Source: an optimization exercise on an open RTL-to-GDS flow (aim: a short achievable clock period and few clock cycles). Production flows keep margins and buffers that such runs may drop. In this exercise RTL edits were held to simulation tests only and were not proved equivalent to the original. Power figures rest on the tool's default switching activity, not on a simulated workload.

Design dcache, start of the top module:
module dcache (
    input  logic         clk_i,
    input  logic         rst_i,
    input  logic         p_strobe_i,
    input  logic         p_rw_i,
    input  logic [3:0]   p_byte_en_i,
    input  logic [31:0]  p_addr_i,
    input  logic [31:0]  p_wdata_i,
    output logic         p_ready_o,
    output logic [31:0]  p_rdata_o,
    output logic         m_strobe_o,
    output logic         m_rw_o,
    output logic [31:0]  m_addr_o,
    output logic [127:0] m_data_o,
    input  logic         m_ready_i,
    input  logic [127:0] m_data_i
);
    logic [7:0][127:0] line0_q, line1_q;
    logic [7:0][24:0]  tag0_q, tag1_q;
    logic [7:0]        val0_q, val1_q;
    logic [7:0]        dty0_q, dty1_q;            
    logic [127:0] fill_q;
    always_ff @(posedge clk_i)
        fill_q <= m_data_i;
    logic idle_q;                                 
    logic ready_q;
    logic mstb_q;
    logic mrw_q;
    logic        req_rw_q;
    logic [3:0]  req_be_q;
    logic [31:2] req_addr_q;
    logic [31:0] req_wdata_q;
    logic        first_q;                         
    logic        uslot_q;                         
    logic [7:0]   usel_q;                         
    logic [15:0]  umask_q;                        
    logic [127:0] wb_line_q;
    logic [24:0]  wb_tag_q;
    logic [2:0]   lk_idx;
    logic [1:0]   lk_off;
    logic [24:0]  lk_tag;
    logic         hit0, hit1, hit;
    logic         vdirty;
    logic [31:0]  word0, word1;
    assign lk_idx = p_addr_i[6:4];
    assign lk_off = p_addr_i[3:2];
    assign lk_tag = p_addr_i[31:7];
    logic [1:0]  hit0_h, hit1_h;                 
  ...
Size in the first run: about 9800 cells after synthesis, about 3000 flip-flops, roughly 140000 um^2 of cells after synthesis.
export LEC_CHECK = 0
export ABC_CLOCK_PERIOD_IN_PS = 300
export CAP_MARGIN = 20
export CORE_MARGIN = 2
export CORE_UTILIZATION = 60
export PLACE_DENSITY = 0.7
export SLEW_MARGIN = 20
export SYNTH_HIERARCHICAL = 1
create_clock -name core_clock -period 12.0 [get_ports {clk_i}]
standard.sh (not shown) runs the stock make flow with config.mk's settings and CLKGATE_MAP_FILE= SYNTH_SCRIPT=/design/flow/synth_recipe.tcl, a recipe that flattens the netlist after the stock synthesis.
==> flow/flow/run.sh <==
#!/bin/bash
set -euo pipefail
MARGIN=$(cat flow/setup_margin.txt)
bash standard.sh SETUP_SLACK_MARGIN="$MARGIN" finish > standard_make.log 2>&1
==> flow/flow/setup_margin.txt <==
8.5
The baseline finished with timing, DRC and antenna clean.
Testbench counts at the start, summed over its fixed seeds: cycles 140,813.
Edit:
- ABC_CLOCK_PERIOD_IN_PS: 300 -> not set
- CTS_CLUSTER_DIAMETER: not set -> 80
- CTS_CLUSTER_SIZE: not set -> 20
The new run completed without violations.
Final area is lower by a few percent.
Total power shrinks by about a fifth.
Synthesized cell count stays the same.
Utilization decreases by 2.4 points.
Worst hold slack gets better by 26 ps.
Clock skew fell by 53 ps.
Worst setup slack improves by 81 ps.

========
Setup of build 24:
dcache, a different RTL version from the one above (not shown whole).
Size in the first run: about 9800 cells after synthesis, about 3000 flip-flops.
Design dcache, start of the top module:
module dcache (
    input  logic         clk_i,
    input  logic         rst_i,
    input  logic         p_strobe_i,
    input  logic         p_rw_i,
    input  logic [3:0]   p_byte_en_i,
    input  logic [31:0]  p_addr_i,
    input  logic [31:0]  p_wdata_i,
    output logic         p_ready_o,
    output logic [31:0]  p_rdata_o,
    output logic         m_strobe_o,
    output logic         m_rw_o,
    output logic [31:0]  m_addr_o,
    output logic [127:0] m_data_o,
    input  logic         m_ready_i,
    input  logic [127:0] m_data_i
);
    logic [7:0][127:0] line0_q, line1_q;
    logic [7:0][24:0]  tag0_q, tag1_q;
    logic [7:0]        val0_q, val1_q;
    logic [7:0]        dty0_q, dty1_q;            
    logic [127:0] fill_q;
    always_ff @(posedge clk_i)
        fill_q <= m_data_i;
    logic idle_q;                                 
    logic ready_q;
    logic mstb_q;
    logic mrw_q;
    logic        req_rw_q;
    logic [3:0]  req_be_q;
    logic [31:2] req_addr_q;
    logic [31:0] req_wdata_q;
    logic        first_q;                         
    logic        uslot_q;                         
    logic [7:0]   usel_q;                         
    logic [15:0]  umask_q;                        
  ...
clock: 12.0 ns
lec_check: 0
cap_margin: 20
core_margin: 2
core_utilization: 60
cts_cluster_diameter: 80
cts_cluster_size: 20
place_density: 0.7
slew_margin: 20
synth_hierarchical: 1
Scripts as last shown in full above: flow/flow/run.sh, flow/flow/setup_margin.txt
Build 24 ran to completion and came out clean on the timing, design-rule and antenna checks.
Testbench counts of build 24, summed over its fixed seeds: cycles 140,813.
The following lists how build 53 was set up differently from build 24:
Settings: changing PLACE_DENSITY from 0.7 to 0.6; changing CORE_UTILIZATION from 60 to 50.
==> flow/flow/run.sh <==
#!/bin/bash
set -euo pipefail
MARGIN=$(cat flow/setup_margin.txt)
R=orfs/results/sky130hd/dcache/base
bash standard.sh SETUP_SLACK_MARGIN="$MARGIN" place > standard_place.log 2>&1
ODB_IN=$R/3_place.odb ODB_OUT=$R/3_place.odb openroad -no_init -exit flow/move_outbufs.tcl > move_outbufs.log 2>&1
bash standard.sh SETUP_SLACK_MARGIN="$MARGIN" finish > standard_finish.log 2>&1
==> flow/flow/move_outbufs.tcl (new file) <==
# Move each output port's buffer next to the flip-flop that drives it, so the
# flip-flop drives a short wire and the buffer drives the long one to the pin.
read_db $::env(ODB_IN)
set block [ord::get_db_block]
set moved 0
foreach bterm [$block getBTerms] {
  if {[$bterm getIoType] != "OUTPUT"} { continue }
  set net [$bterm getNet]
  if {$net == "NULL"} { continue }
  set buf ""
  foreach it [$net getITerms] { if {[$it isOutputSignal]} { set buf [$it getInst] } }
  if {$buf == ""} { continue }
  if {![string match "*buf*" [[$buf getMaster] getName]]} { continue }
  set innet ""
  foreach it [$buf getITerms] { if {[$it isInputSignal]} { set innet [$it getNet] } }
  if {$innet == "" || $innet == "NULL"} { continue }
  set drv ""
  set nload 0
  foreach it [$innet getITerms] {
    if {[$it isOutputSignal]} { set drv [$it getInst] } else { incr nload }
  }
  if {$drv == "" || $nload != 1} { continue }
  if {![string match "*__df*" [[$drv getMaster] getName]]} { continue }
  set loc [$drv getLocation]
  $buf setLocation [lindex $loc 0] [lindex $loc 1]
  incr moved
}
puts "moved $moved output buffers"
detailed_placement
check_placement -verbose
write_db $::env(ODB_OUT)
Notes after the runs:
- In the floorplan summary, build 53 is listed with a die area greater than that of build 24.
- Compare build 53 and build 24 | number of buffers and inverters on the critical path lower: build 24
- Diff build 24 -> build 53 | worst-case headroom to the max-slew limit | decrease of 0.81 points
- Build 53 vs. build 24: instance area after placement increased by 900 um^2 relative to the old numbers, clock share of power now larger, switching power climbed about 1.9%.

========
== v6 ==
dcache, a different RTL version from the one above (not shown whole).
Size in the first run: ~9900 cells after synthesis, roughly 400 I/O pins, about 140000 sq um of cells after synthesis.
export LEC_CHECK = 0
export CAP_MARGIN = 20
export CORE_MARGIN = 2
export CORE_UTILIZATION = 60
export CTS_CLUSTER_DIAMETER = 80
export CTS_CLUSTER_SIZE = 20
export PLACE_DENSITY = 0.7
export SLEW_MARGIN = 20
export SYNTH_HIERARCHICAL = 1
create_clock -name core_clock -period 12.0 [get_ports {clk_i}]
==> flow/flow/run.sh <==
#!/bin/bash
set -euo pipefail
MARGIN=$(cat flow/setup_margin.txt)
R=orfs/results/sky130hd/dcache/base
bash standard.sh SETUP_SLACK_MARGIN="$MARGIN" place > standard_place.log 2>&1
ODB_IN=$R/3_place.odb ODB_OUT=$R/3_place.odb openroad -no_init -exit flow/move_outbufs.tcl > move_outbufs.log 2>&1
bash standard.sh SETUP_SLACK_MARGIN="$MARGIN" finish > standard_finish.log 2>&1
==> flow/flow/move_outbufs.tcl <==
# Move each output port's buffer next to the flip-flop that drives it, so the
# flip-flop drives a short wire and the buffer drives the long one to the pin.
read_db $::env(ODB_IN)
set block [ord::get_db_block]
set moved 0
foreach bterm [$block getBTerms] {
  if {[$bterm getIoType] != "OUTPUT"} { continue }
  set net [$bterm getNet]
  if {$net == "NULL"} { continue }
  set buf ""
  foreach it [$net getITerms] { if {[$it isOutputSignal]} { set buf [$it getInst] } }
  if {$buf == ""} { continue }
  if {![string match "*buf*" [[$buf getMaster] getName]]} { continue }
  set innet ""
  foreach it [$buf getITerms] { if {[$it isInputSignal]} { set innet [$it getNet] } }
  if {$innet == "" || $innet == "NULL"} { continue }
  set drv ""
  set nload 0
  foreach it [$innet getITerms] {
    if {[$it isOutputSignal]} { set drv [$it getInst] } else { incr nload }
  }
  if {$drv == "" || $nload != 1} { continue }
  if {![string match "*__df*" [[$drv getMaster] getName]]} { continue }
  set loc [$drv getLocation]
  $buf setLocation [lindex $loc 0] [lindex $loc 1]
  incr moved
}
puts "moved $moved output buffers"
detailed_placement
check_placement -verbose
write_db $::env(ODB_OUT)
Scripts as last shown in full above: flow/flow/setup_margin.txt
Testbench counts of v6, summed over its fixed seeds: cycles 140,813.
> inputs changed (v6 -> v7)
# v6
export LEC_CHECK = 0
export CAP_MARGIN = 20
export CORE_MARGIN = 2
export CORE_UTILIZATION = 60
export CTS_CLUSTER_DIAMETER = 80
export CTS_CLUSTER_SIZE = 20
export PLACE_DENSITY = 0.7
export SLEW_MARGIN = 20
export SYNTH_HIERARCHICAL = 1
create_clock -name core_clock -period 12.0 [get_ports {clk_i}]
# v7
export LEC_CHECK = 0
export CAP_MARGIN = 20
export CORE_MARGIN = 2
export CORE_UTILIZATION = 50
export CTS_CLUSTER_DIAMETER = 80
export CTS_CLUSTER_SIZE = 20
export PLACE_DENSITY = 0.6
export SLEW_MARGIN = 20
export SYNTH_HIERARCHICAL = 1
create_clock -name core_clock -period 12.0 [get_ports {clk_i}]
Results
Share of cells above drive strength 1: v7 > v6
When the final numbers for v7 and v6 were put side by side, the worst slack on hold paths turned out to be smaller in v7.
v6 vs v7, endpoint of the worst setup timing path: p_rdata_o[13] vs p_rdata_o[24]
Going from v6 to v7, the count of inserted tapcells was found to have gone up by 578.
Routed via count: v7 and v6 compared, lower one is v7
[compare] base=v6 new=v7: number of buffer and inverter stages on the critical path increased by 1 relative to the old numbers; clock network fraction of total power increased by 0.9 points relative to the old numbers.

-- port drivers added, routing unchanged --
How much do the figures lean on ideal ports? The routed layouts below were timed once more, with nothing changed but the port constraints.
Step 1 sets driving cells, clkbuf_16 on the clock port and buf_2 on the other inputs (assumed; they add their load-dependent delay and slew).
Step 2 adds t to the input delays and takes it off the output delays; t is the mean of the earliest and latest rising clock arrival at the registers after step 1. Input paths then give back, and output paths get back, about the clock's delay inside the block.
Three values: ideal, step 1, step 2; two values: the first two.
| run | shift t [ns] | slack for setup (ns) | latest minus earliest clock arrival (ns) | slew at the worst register clock pin (ns) | pins driven straight from the clock port |
|---|---|---|---|---|---|
| the first run of note 1 | 1.075 | 8.003 / 7.901 / 6.880 | 0.094 / 0.094 | 0.07 / 0.07 | 1 |
| the second run of note 1 | 0.987 | 8.084 / 7.903 / 6.916 | 0.044 / 0.044 | 0.10 / 0.10 | 1 |
| build 24 | 0.983 | 8.086 / 7.821 / 6.838 | 0.067 / 0.067 | 0.10 / 0.10 | 1 |
| build 53 | 1.014 | 8.154 / 7.932 / 6.918 | 0.096 / 0.096 | 0.10 / 0.10 | 1 |
| v6 | 0.991 | 7.615 / 7.425 / 6.434 | 0.040 / 0.040 | 0.10 / 0.10 | 1 |
| v7 | 1.014 | 8.072 / 7.818 / 6.804 | 0.065 / 0.065 | 0.10 / 0.10 | 1 |
After both steps every run listed still meets setup and hold. For v7, which loses most, drivers alone change the setup slack by -0.254 ns; drivers and shift together by -1.268 ns.
